Source: an optimization exercise on an open RTL-to-GDS flow (aim: a short achievable clock period and few clock cycles). Production flows keep margins and buffers that such runs may drop. The RTL was checked by simulation tests, not by an equivalence proof against the original design. Power is estimated from default activity; no workload was simulated.

[design/flow/config.mk]
export PLATFORM = sky130hd
export DESIGN_NAME = sap2_mini_cpu
export DESIGN_NICKNAME = sap2_mini_cpu
export VERILOG_FILES = /design/flow/design.v
export SDC_FILE = /design/flow/constraint.sdc
export NUM_CORES = 4
export LEC_CHECK = 0
export ABC_CLOCK_PERIOD_IN_PS = 3000
export CAP_MARGIN = 20
export CORE_MARGIN = 2
export CORE_UTILIZATION = 40
export SETUP_SLACK_MARGIN = 5
export SLEW_MARGIN = 20
[design/flow/run.sh]
#!/bin/bash
# synth_recipe.tcl (not shown) runs the flow's synth.tcl, then flattens the netlist and writes it again
# the make line also repeats each setting of config.mk as NAME=value (left out here)
make -C /OpenROAD-flow-scripts/flow DESIGN_CONFIG=/design/flow/config.mk WORK_HOME=/design/flow/orfs CLKGATE_MAP_FILE= SYNTH_SCRIPT=/design/flow/synth_recipe.tcl finish
[design/flow/design.v]
package sap2_mini_pkg;
    localparam int DATA_W = 12;
    localparam int ADDR_W = 8;
    localparam logic [3:0] OP_LDA = 4'h0, OP_ADD = 4'h1, OP_SUB = 4'h2, OP_STA = 4'h3,
                           OP_LDB = 4'h4, OP_LDX = 4'h5, OP_JMP = 4'h6, OP_JAN = 4'h7,
                           OP_JAZ = 4'h8, OP_JIN = 4'h9, OP_JIZ = 4'hA, OP_JMS = 4'hB,
                           OP_REG = 4'hF;
    localparam logic [3:0] RG_NOP = 4'h0, RG_CLA = 4'h1, RG_XCH = 4'h2, RG_DEX = 4'h3,
                           RG_INX = 4'h4, RG_CMA = 4'h5, RG_CMB = 4'h6, RG_IOR = 4'h7,
                           RG_AND = 4'h8, RG_NOR = 4'h9, RG_NAN = 4'hA, RG_XOR = 4'hB,
                           RG_BRB = 4'hC, RG_INP = 4'hD, RG_OUT = 4'hE, RG_HLT = 4'hF;
    localparam logic [DATA_W-1:0] NOP_WORD = 12'hC00;
endpackage
module sap2_mini_alu
(
    input  logic [3:0]                       op,
    input  logic [3:0]                       rop,
    input  logic [sap2_mini_pkg::DATA_W-1:0] a,
    input  logic [sap2_mini_pkg::DATA_W-1:0] b,
    input  logic [sap2_mini_pkg::DATA_W-1:0] x,
    output logic [sap2_mini_pkg::DATA_W-1:0] a_reg,
    output logic [sap2_mini_pkg::DATA_W-1:0] x_reg
);
    always_comb begin
        a_reg = a;
        x_reg = x;
        if (op == sap2_mini_pkg::OP_REG) begin
            case (rop)
                sap2_mini_pkg::RG_CLA: a_reg = '0;
                sap2_mini_pkg::RG_XCH: begin a_reg = x; x_reg = a; end
                sap2_mini_pkg::RG_DEX: x_reg = x - 12'd1;
                sap2_mini_pkg::RG_INX: x_reg = x + 12'd1;
                sap2_mini_pkg::RG_CMA: a_reg = ~a;
                sap2_mini_pkg::RG_IOR: a_reg = a | b;
                sap2_mini_pkg::RG_AND: a_reg = a & b;
                sap2_mini_pkg::RG_NOR: a_reg = ~(a | b);
                sap2_mini_pkg::RG_NAN: a_reg = ~(a & b);
                sap2_mini_pkg::RG_XOR: a_reg = a ^ b;
                default: ;
            endcase
        end
    end
endmodule
module sap2_mini_cpu
(
    input  logic              clk,
    input  logic              clr,
    input  logic              prog,
    input  logic [sap2_mini_pkg::ADDR_W-1:0] a,
    input  logic [sap2_mini_pkg::DATA_W-1:0] d,
    input  logic [sap2_mini_pkg::DATA_W-1:0] i,
    output logic [sap2_mini_pkg::DATA_W-1:0] out,
    output logic              halted
);
    logic [sap2_mini_pkg::DATA_W-1:0] mem [0:(1<<sap2_mini_pkg::ADDR_W)-1];
    logic [sap2_mini_pkg::DATA_W-1:0] areg, breg, xreg, ir;
    logic [sap2_mini_pkg::ADDR_W-1:0] pc, r;
    logic              halt;
    assign halted = halt;
    logic [3:0]        eop, erop;
    logic [sap2_mini_pkg::ADDR_W-1:0] ead;
    logic [sap2_mini_pkg::DATA_W-1:0] mdat, a_reg, x_reg, a_next, b_next, x_next;
    logic              e_sta, e_out, a_slow, x_slow;
    assign eop   = ir[11:8];
    assign erop  = ir[7:4];
    assign ead   = ir[7:0];
    assign mdat  = mem[ead];
    assign e_sta = (eop == sap2_mini_pkg::OP_STA);
    assign e_out = (eop == sap2_mini_pkg::OP_REG) && (erop == sap2_mini_pkg::RG_OUT);
    sap2_mini_alu u_alu (
        .op    (eop),
        .rop   (erop),
        .a     (areg),
        .b     (breg),
        .x     (xreg),
        .a_reg (a_reg),
        .x_reg (x_reg)
    );
    assign a_slow = (eop == sap2_mini_pkg::OP_LDA) || (eop == sap2_mini_pkg::OP_ADD) || (eop == sap2_mini_pkg::OP_SUB) ||
                    ((eop == sap2_mini_pkg::OP_REG) && (erop == sap2_mini_pkg::RG_INP));
    assign x_slow = (eop == sap2_mini_pkg::OP_LDX);
    always_comb begin
        case (eop)
            sap2_mini_pkg::OP_LDA:  a_next = mdat;
            sap2_mini_pkg::OP_ADD:  a_next = areg + mdat;
            sap2_mini_pkg::OP_SUB:  a_next = areg - mdat;
            sap2_mini_pkg::OP_REG:  a_next = (erop == sap2_mini_pkg::RG_INP) ? i : a_reg;
            default: a_next = areg;
        endcase
        x_next = (eop == sap2_mini_pkg::OP_LDX) ? mdat : x_reg;
        if (eop == sap2_mini_pkg::OP_LDB)
            b_next = mdat;
        else if ((eop == sap2_mini_pkg::OP_REG) && (erop == sap2_mini_pkg::RG_CMB))
            b_next = ~breg;
        else
            b_next = breg;
    end
    logic [sap2_mini_pkg::DATA_W-1:0] w;
    logic [3:0]        fop;
    logic              a_neg, a_zero, x_neg, x_zero;
    logic              is_jac, is_jxc, taken, brb, jms, stall, fhlt;
    logic [sap2_mini_pkg::ADDR_W-1:0] pc_inc;
    assign w      = (e_sta && (ead == pc)) ? areg : mem[pc];
    assign fop    = w[11:8];
    assign pc_inc = pc + 8'd1;
    assign a_neg  = a_reg[sap2_mini_pkg::DATA_W-1];
    assign a_zero = (a_reg == '0);
    assign x_neg  = x_reg[sap2_mini_pkg::DATA_W-1];
    assign x_zero = (x_reg == '0);
    assign is_jac = (fop == sap2_mini_pkg::OP_JAN) || (fop == sap2_mini_pkg::OP_JAZ);
    assign is_jxc = (fop == sap2_mini_pkg::OP_JIN) || (fop == sap2_mini_pkg::OP_JIZ);
    assign jms    = (fop == sap2_mini_pkg::OP_JMS);
    assign taken  = (fop == sap2_mini_pkg::OP_JMP) || jms ||
                    ((fop == sap2_mini_pkg::OP_JAN) && a_neg) || ((fop == sap2_mini_pkg::OP_JAZ) && a_zero) ||
                    ((fop == sap2_mini_pkg::OP_JIN) && x_neg) || ((fop == sap2_mini_pkg::OP_JIZ) && x_zero);
    assign brb    = (fop == sap2_mini_pkg::OP_REG) && (w[7:4] == sap2_mini_pkg::RG_BRB);
    assign fhlt   = (fop == sap2_mini_pkg::OP_REG) && (w[7:4] == sap2_mini_pkg::RG_HLT);
    assign stall  = (is_jac && a_slow) || (is_jxc && x_slow);
    always_ff @(posedge clk or posedge clr) begin
        if (clr) begin
            areg <= '0; breg <= '0; xreg <= '0; ir <= sap2_mini_pkg::NOP_WORD;
            pc   <= '0; r    <= '0;
            out  <= '0; halt <= 1'b0;
        end else if (!halt) begin
            areg <= a_next;
            breg <= b_next;
            xreg <= x_next;
            if (e_out) out <= areg;
            if (stall) begin
                ir <= sap2_mini_pkg::NOP_WORD;
            end else begin
                ir <= w;
                if (taken)    pc <= w[sap2_mini_pkg::ADDR_W-1:0];
                else if (brb) pc <= r;
                else          pc <= pc_inc;
                if (jms)      r  <= pc_inc;
                if (fhlt)     halt <= 1'b1;
            end
        end
    end
    always_ff @(posedge clk) begin
        if (prog)
            mem[a] <= d;
        else if (e_sta && !halt)
            mem[ead] <= areg;
    end
endmodule
[design/flow/constraint.sdc]
create_clock -name core_clock -period 9.0 [get_ports {clk}]
set_input_delay 1.8000 -clock core_clock [delete_from_list [all_inputs] [get_ports {clk}]]
set_output_delay 1.8000 -clock core_clock [all_outputs]
set_load 0.01 [all_outputs]
==> out/metrics.yaml, run 1 <==
worst_setup_path:
  crit_required_ns: 9.88
  reg2regPathDepth: 19
  arrival_ns: 6.98
  worstReg2RegStart: "ir[0]"
  critPathMostFrequentCell: "mux4_2"
  endpoint_kind: "register"
  r2r_end: "areg[11]"
  start_kind: "register"
  crit_path_max_fanout: 11
  slowest_stage: "o211ai_1"
  crit_type: "register to register"
  crit_chain: "buf_12, clkbuf_16, buf_16, mux4_2, mux4_2, mux4_2, o211ai_1, nand3_2, nor3_4, a21oi_1, xor2_1, ha_1, and3_1, a21oi_1, o211a_1, o31a_1, nor4_2, nand3b_1, a31oi_1"
  cp-startpoint: "ir[0]"
  max_stage_delay_ns: 0.70
  r2r_setup_slack_ns: 2.90
place:
  gp_congestion: 0.950
  portBuffers: 47
  dp.cells: 12250
  placed_area_um2: 158000
  hpwlAfterDp_um: 346000
logic_synthesis:
  synth_edf_count: 3072
  syn_area_um2: 149000
  synth_area_leaders: "edfxtp_1 (62%), mux4_2 (27%), mux2i_1 (1.4%), dfrtp_1 (1.3%), nor2_1 (0.88%)"
  syn_avg_cell_area_um2: 20.5
  synth_top_area_share_pct: 61.8
  synth.distinct_cells: 87
  syn_nets: 7378
  ys_warn_count: 2
  ys_seq_area_share_pct: 63.1
  synthCells: 7294
  ys_top_cells_by_count: "edfxtp_1 (3072), mux4_2 (1791), nor2_1 (352), clkbuf_1 (272), mux2i_1 (203)"
  synthArstFlopShare_pct: 2.45
  synth_most_common_cell: "edfxtp_1"
  synth_ff_type: "edfxtp_1"
  synth-seq-cells: 3149
  synth_top_area_cell: "edfxtp_1"
floorplanning:
  placementRows: 224
  start_util_pct: 40.1
  core_um2: 372000
  fp.dieArea_um2: 378000
  die_width_um: 615
  top_level_ports: 48
  die_height_um: 615
cts:
  root_buffer: "clkbuf_16"
  cts_tree: "yes"
  clk_path_buf_depth: 4
  insertion_delay_ns: 0.98
  clk_pin_slew_worst_paths_ns: 0.06
  cts_buffers: 342
  clock-sinks: 3149
  cts.hold.buffers_added: 0
  htree_num_levels: 5
route:
  drt_first_iter_violations: 15244
  wl_per_cell_um: 43.3
  ant_nets: 0
  drt_wl_total_um: 572000
  dr.pass1.iters: 6
  via_per_inst: 6.84
  vias: 90340
  drc: 0
sta:
  finalSetupTns_ns: 0
  setup_viol_count_final: 0
  hold_viol: 0
  tightest_slew_ns: 1.33
  post-route-min-period_ns: 6.10
  maxSlewHeadroom_pct: 11.6
  finalClockSkew_ns: 0.0539
  maxSlewViolCount: 0
  rsz0062_at_grt: "yes"
  fin_crit_sh_pct: 67.8
  fmax_mhz: 164
grt:
  grt_pass1_vias: 88516
  grt_remaining_overflow: 0
  grt_max_degree: 193
  track_usage_pct: 29.7
  grt_pass1_wl_um: 770000
  antenna_found_initial: 39
power_and_ir_drop:
  ir_worst_vdd_v: 0.000242
  p_seq_share_pct: 26.0
  internal_power_mw: 39.9
  power_switching_mw: 26.4
  powerDensity_nw_per_um2: 373
  power_frac_comb_pct: 52.7
  power.leakage_nw: 56.5
  p_clk_share_pct: 21.3
  swShare_pct: 39.8
cells_and_area:
  area_growth_pct: 19.0
  stdcell_area_um2: 178000
  post_route_cells_drive_above_1_share_pct: 44.1
  fin_nets: 8033
  final_util_pct: 47.8
  fin_cells: 13200
  fill_cells: 30371
hold_path:
  hold_end: "out[4]"
  holdCritStartpoint: "out[4]"
  min_path_cells: 1
  hold_class: "register to register"
run_status:
  status: "timing/DRC/antenna clean"
flow_run:
  cap_violations: 0
==> placed cells by master (no fill, tap or decap), types with 71 or more instances in the layout <==
| cell | instances |
|---|---|
| edfxtp_1 | 3072 |
| mux4_2 | 1791 |
| buf_4 | 534 |
| clkbuf_16 | 360 |
| nor2_1 | 253 |
| mux2i_1 | 173 |
| nand2_1 | 150 |
| buf_12 | 92 |
| clkinv_1 | 73 |
| buf_6 | 71 |
==> registers in the layout, summed over array words and instances, names as in the netlist <==
signal  flops
xreg       12
r           8
areg       12
ir         12
halt        1
pc          8
breg       12
out        12
mem      3072
==> metal layers <==
metal / GRT usage (%) / routed length, um / share of wire, %
met5: 0 / 137 / 0.024
met4: 16.0 / 38200 / 6.7
met3: 8.83 / 75200 / 13
met2: 43.9 / 253000 / 44
met1: 39.6 / 205000 / 36
==> critical path, delay by kind of cell, from the launching register on <==
| kind | cells | cell delay (ns) |
|---|---|---|
| flip-flops | 1 | 0.46 |
| XOR/XNOR | 1 | 0.16 |
| adder cells (fa/ha/maj) | 1 | 0.37 |
| AND/OR/NAND/NOR | 5 | 0.96 |
| AO/OA/AOI/OAI | 6 | 1.68 |
| multiplexers | 3 | 1.74 |
| buffers and inverters | 3 | 0.58 |
==> power groups by stage <==
stage	sequential [mW]	combinational, mW	clock, mW
2_1_floorplan	17.2	17.6	0
3_3_place_gp	17.8	27.7	0
3_5_place_dp	17.9	27.7	0
4_1_cts	17.2	32.6	14.2
5_1_grt	17.2	35.4	14.8
6_report	17.2	34.9	14.1
==> area by class of cell <==
type / count / area [um^2] / area share [%]
flip-flops and latches: 3149 / 94200 / 53.0
multi-input cells: 3515 / 55100 / 31.0
repair buffers: 884 / 10900 / 6.12
clock buffers: 406 / 8990 / 5.06
well taps: 4972 / 6220 / 3.50
clock inverters: 204 / 2000 / 1.13
inverters: 56 / 269 / 0.151
diodes: 13 / 32.5 / 0.0183
repair inverters: 1 / 8.76 / 0.00493
==> cell families after synthesis <==
kind of cell	synth area share [%]
buf+inv	2.09
fa+ha+maj	0.421
mux	29.0
compound gates	2.90
simple gates	2.22
xor+xnor	0.282
flops	63.1
==> stage by stage <==
stage          worst slack [ns]  hold WS [ns]  total power, mW
3_5_place_dp               1.24         0.495             45.6
6_report                   2.90         0.512             66.2
5_1_grt                    2.88         0.535             67.4
3_3_place_gp               1.02         0.489             45.5
4_1_cts                    3.08         0.513             64.0
2_1_floorplan              3.55         0.480             34.8
==> how the worst max path moves through the flow <==
stage	slack [ns]	to	cells past startpoint
after floorplan	3.55	mem[0][5]	6
after global placement	1.02	areg[10]	20
after detailed placement	1.24	areg[10]	20
after CTS	3.08	areg[11]	24
after global routing	2.88	areg[11]	24
final	2.90	areg[11]	19
==> what timing repair did <==
| action | in CTS | in global routing |
|---|---|---|
| setup buffers | 191 | 66 |
| endpoints found under the hold margin | 0 | 0 |
| setup endpoints to repair | 6030 | 2347 |
| pin swaps | 62 | 92 |
| cloned | 58 | 11 |
| gates resized for setup | 674 | 228 |
Testbench counts, summed over its fixed seeds: cycles 14,501.
==> inputs of run 2 (changes only) <==
--- a/design/flow/config.mk
+++ b/design/flow/config.mk
@@ -6,8 +6,6 @@
 export NUM_CORES = 4
 export LEC_CHECK = 0
-export ABC_CLOCK_PERIOD_IN_PS = 3000
 export CAP_MARGIN = 20
 export CORE_MARGIN = 2
 export CORE_UTILIZATION = 40
-export SETUP_SLACK_MARGIN = 5
 export SLEW_MARGIN = 20
==> run 2 against run 1 <==
Combinational power shrank 19%. Maximum frequency shrank 25%. Sequential cell count is the same. Still clean on timing, DRC and antenna. Highest routed layer unchanged. Clock skew grew 0.0054 ns. Synthesized cell count is the same. Critical path depth grew 4. Global-route usage shrank 2.0 points.
==> out/metrics.yaml, run 2 <==
power_and_ir_drop:
  p_clk_share_pct: 23.6  # was 21.3%
  powerDensity_nw_per_um2: 353  # was 373 nW/um^2
  internal_power_mw: 36.3  # was 39.9 mW
  power.leakage_nw: 52.8  # was 56.5 nW
  power_switching_mw: 23.4  # was 26.4 mW
  swShare_pct: 39.2  # was 39.8%
  ir_worst_vdd_v: 0.000289  # was 0.000242 V
  power_frac_comb_pct: 47.1  # was 52.7%
  p_seq_share_pct: 29.3  # was 26.0%
route:
  wl_per_cell_um: 41.2  # was 43.3 um
  via_per_inst: 6.78  # was 6.84
  dr.pass1.iters: 9  # was 6
  drt_wl_total_um: 530000  # was 572000 um
  vias: 87179  # was 90340
  ant_nets: 0  # unchanged
  drc: 0  # unchanged
  drt_first_iter_violations: 13705  # was 15244
cts:
  cts_resized: 0  # was 674
  cts.hold.buffers_added: 0  # unchanged
  root_buffer: "clkbuf_16"  # unchanged
  cts_setup_buffers: 0  # was 191
  insertion_delay_ns: 0.97  # was 0.98 ns
  clock-sinks: 3149  # unchanged
  htree_num_levels: 5  # unchanged
  clk_path_buf_depth: 4  # unchanged
  cts_buffers: 335  # was 342
  clk_pin_slew_worst_paths_ns: 0.07  # was 0.06 ns
  cts_tree: "yes"  # unchanged
logic_synthesis:
  synth_ff_type: "edfxtp_1"  # unchanged
  synthArstFlopShare_pct: 2.45  # unchanged
  syn_avg_cell_area_um2: 20.5  # unchanged
  ys_warn_count: 2  # unchanged
  syn_nets: 7378  # unchanged
  syn_area_um2: 149000  # unchanged
  synth_top_area_share_pct: 61.8  # unchanged
  synth_edf_count: 3072  # unchanged
  synth_top_area_cell: "edfxtp_1"  # unchanged
  synth_area_leaders: "edfxtp_1 (62%), mux4_2 (27%), mux2i_1 (1.4%), dfrtp_1 (1.3%), nor2_1 (0.88%)"  # unchanged
  synth-seq-cells: 3149  # unchanged
  ys_top_cells_by_count: "edfxtp_1 (3072), mux4_2 (1791), nor2_1 (352), clkbuf_1 (272), mux2i_1 (203)"  # unchanged
  synth_most_common_cell: "edfxtp_1"  # unchanged
  ys_seq_area_share_pct: 63.1  # unchanged
  synthCells: 7294  # unchanged
  synth.distinct_cells: 87  # unchanged
cells_and_area:
  layout_common_cells: "edfxtp_1 (3072), mux4_2 (1791), buf_4 (436)"  # was edfxtp_1 (3072), mux4_2 (1791), buf_4 (534)
  final-seq-area_um2: 94200  # about the same
  top_register: "mem"  # unchanged
  final_common_cell: "edfxtp_1"  # unchanged
  multi_input_area_um2: 52400  # was 55100 um^2
  area_growth_pct: 13.2  # was 19.0%
  fill_cells: 30904  # was 30371
  largest_register_ffs: 3072  # unchanged
  post_route_cells_drive_above_1_share_pct: 37.4  # was 44.1%
  fin_cells: 12861  # was 13200
  fin_nets: 7685  # was 8033
  final_util_pct: 45.5  # was 47.8%
place:
  hpwlAfterDp_um: 334000  # was 346000 um
  dp.cells: 12233  # was 12250
  gp_congestion: 0.995  # was 0.950
  portBuffers: 47  # unchanged
worst_setup_path:
  endpoint_kind: "register"  # unchanged
  crit_required_ns: 9.90  # was 9.88 ns
  critPathMostFrequentCell: "o21ai_0"  # was mux4_2
  crit_type: "register to register"  # unchanged
  start_kind: "register"  # unchanged
  cp.buffers_inverters: 2  # was 3
  slowest_stage: "dfrtp_4"  # was o211ai_1
  arrival_ns: 9.01  # was 6.98 ns
  crit_path_max_fanout: 62  # was 11
  crit_chain: "buf_12, mux4_2, mux4_2, mux2i_1, o21ai_0, a32o_1, nor3_1, buf_4, ha_1, nor2_1, xnor2_1, ha_1, nor2b_1, o21ai_0, a21oi_1, o21ai_0, a21oi_1, o21ai_0, a21boi_0, o21ai_0, a21boi_0, o311ai_0, o21a_1"  # was buf_12, clkbuf_16, buf_16, mux4_2, mux4_2, mux4_2, o211ai_1, nand3_2, nor3_4, a21oi_1, xor2_1, ha_1, and3_1, a21oi_1, o211a_1, o31a_1, nor4_2, nand3b_1, a31oi_1
  cp_top_family: "compound AO/OA/AOI/OAI gates"  # was multiplexers
  max_stage_delay_ns: 1.21  # was 0.70 ns
sta:
  rsz0062_at_grt: "no"  # was yes
  fmax_mhz: 123  # was 164 MHz
  fin_crit_sh_pct: 90.1  # was 67.8%
  hold_viol: 0  # unchanged
  maxSlewHeadroom_pct: 6.46  # was 11.6%
  finalClockSkew_ns: 0.0593  # was 0.0539 ns
  setup_viol_count_final: 0  # unchanged
  tightest_slew_ns: 1.40  # was 1.33 ns
  maxSlewViolCount: 0  # unchanged
  post-route-min-period_ns: 8.11  # was 6.10 ns
floorplanning:
  core_um2: 372000  # unchanged
  start_util_pct: 40.1  # unchanged
  die_width_um: 615  # unchanged
  top_level_ports: 48  # unchanged
  die_height_um: 615  # unchanged
  placementRows: 224  # unchanged
  fp.dieArea_um2: 378000  # unchanged
grt:
  track_usage_pct: 27.7  # was 29.7%
  antenna_found_initial: 33  # was 39
  grt_pass1_vias: 86162  # was 88516
  grt_pass1_wl_um: 726000  # was 770000 um
  grt_max_degree: 194  # was 193
  grt_remaining_overflow: 0  # unchanged
hold_path:
  hold_class: "register to register"  # unchanged
flow_run:
  cap_violations: 0  # unchanged
run_status:
  status: "timing/DRC/antenna clean"  # unchanged
run 2: worst register-to-register path, stage by stage, from the launching register on:
cell and delay (ns):
dfrtp_4 1.21, buf_12 0.44, mux4_2 0.50, mux4_2 0.57, mux2i_1 0.64, o21ai_0 0.54
a32o_1 0.43, nor3_1 0.45, buf_4 0.25, ha_1 0.28, nor2_1 0.09, xnor2_1 0.13
ha_1 0.32, nor2b_1 0.14, o21ai_0 0.24, a21oi_1 0.15, o21ai_0 0.30, a21oi_1 0.16
o21ai_0 0.23, a21boi_0 0.14, o21ai_0 0.21, a21boi_0 0.12, o311ai_0 0.33, o21a_1 0.17
run 2: worst paths after layout:
check,start,end,slack (ns),cells after the start
max reg2reg,ir[1],areg[10],0.89,23
max,ir[1],areg[10],0.89,23
min,out[5],out[5],0.51,1
min reg2reg,out[5],out[5],0.51,1
max in group asynchronous,clr,ir[2],6.55,3
min in group asynchronous,clr,out[0],1.15,2
run 2: logic make-up (layout without fill, tap and decap cells):
family	Yosys count	after routing	synth area share (%)
fa+ha+maj	49	49	0.421
mux	2057	2057	29.0
flops	3149	3149	63.1
xor+xnor	48	48	0.282
simple gates	746	746	2.22
compound gates	612	612	2.90
other cells	0	22	0
buf+inv	633	1206	2.09
run 2: area by class of cell:
| class | count | area share [%] |
|---|---|---|
| diodes | 22 | 0.0326 |
| flip-flops and latches | 3149 | 55.7 |
| clock inverters | 175 | 1.10 |
| repair buffers | 547 | 2.93 |
| well taps | 4972 | 3.68 |
| clock buffers | 428 | 5.38 |
| multi-input cells | 3512 | 31.0 |
| inverters | 56 | 0.137 |
run 2: power groups by stage:
stage                     Combinational (mW)  Sequential, mW  Clock (mW)
after floorplan                         17.4            17.4           0
after global placement                  27.4            17.8           0
after detailed placement                27.5            17.8           0
after CTS                               27.6            17.5        14.2
after global routing                    28.8            17.5        14.7
final                                   28.1            17.5        14.1
run 2: routing by layer:
metal | share of wire (%) | GRT usage, % | routed length, um | vias to the layer above
li1 | - | - | - | 32561
met1 | 37 | 36.6 | 194000 | 47240
met2 | 45 | 41.2 | 238000 | 6153
met3 | 12 | 8.30 | 66000 | 1203
met4 | 6.1 | 14.9 | 32500 | 22
met5 | 0.027 | 0 | 141 | -
run 2: through the flow:
| stage | instance area, um^2 | power [mW] | hold WS (ns) | worst slack, ns | TNS, ns |
|---|---|---|---|---|---|
| after global placement | 158000 | 45.2 | 0.488 | 0.732 | 0 |
| final | 169000 | 59.7 | 0.506 | 0.895 | 0 |
| after global routing | 169000 | 61.0 | 0.522 | 0.768 | 0 |
| after floorplan | 149000 | 34.8 | 0.480 | -1.40 | -4296.86 |
| after CTS | 169000 | 59.2 | 0.508 | 1.19 | 0 |
| after detailed placement | 158000 | 45.3 | 0.494 | 1.21 | 0 |

[static timing again, ports no longer ideal]
The results above use ideal ports. As a check the final layouts listed here were re-extracted and re-timed, cells and wires unchanged.
Step 1, drivers: a clkbuf_16 drives clk and a buf_2 each remaining input, both assumed.
Step 2 moves the port delays by t, midway between the first and last clock arrival at a register: inputs arrive t later, outputs are due t later. That takes back most of the time a late clock gives input paths.
Three values: no drivers, after step 1, after step 2; two values: the first two.
run	t, ns	setup WS [ns]	latest minus earliest clock arrival (ns)	worst data-port slew with drivers (ns)	cell pins on the clock port's net
run 1	1.056	2.901 / 2.901 / 2.901	0.054 / 0.054	0.20	1
run 2	1.044	0.895 / 0.895 / 0.895	0.059 / 0.060	0.23	1
After both steps setup and hold are still met in every run listed.
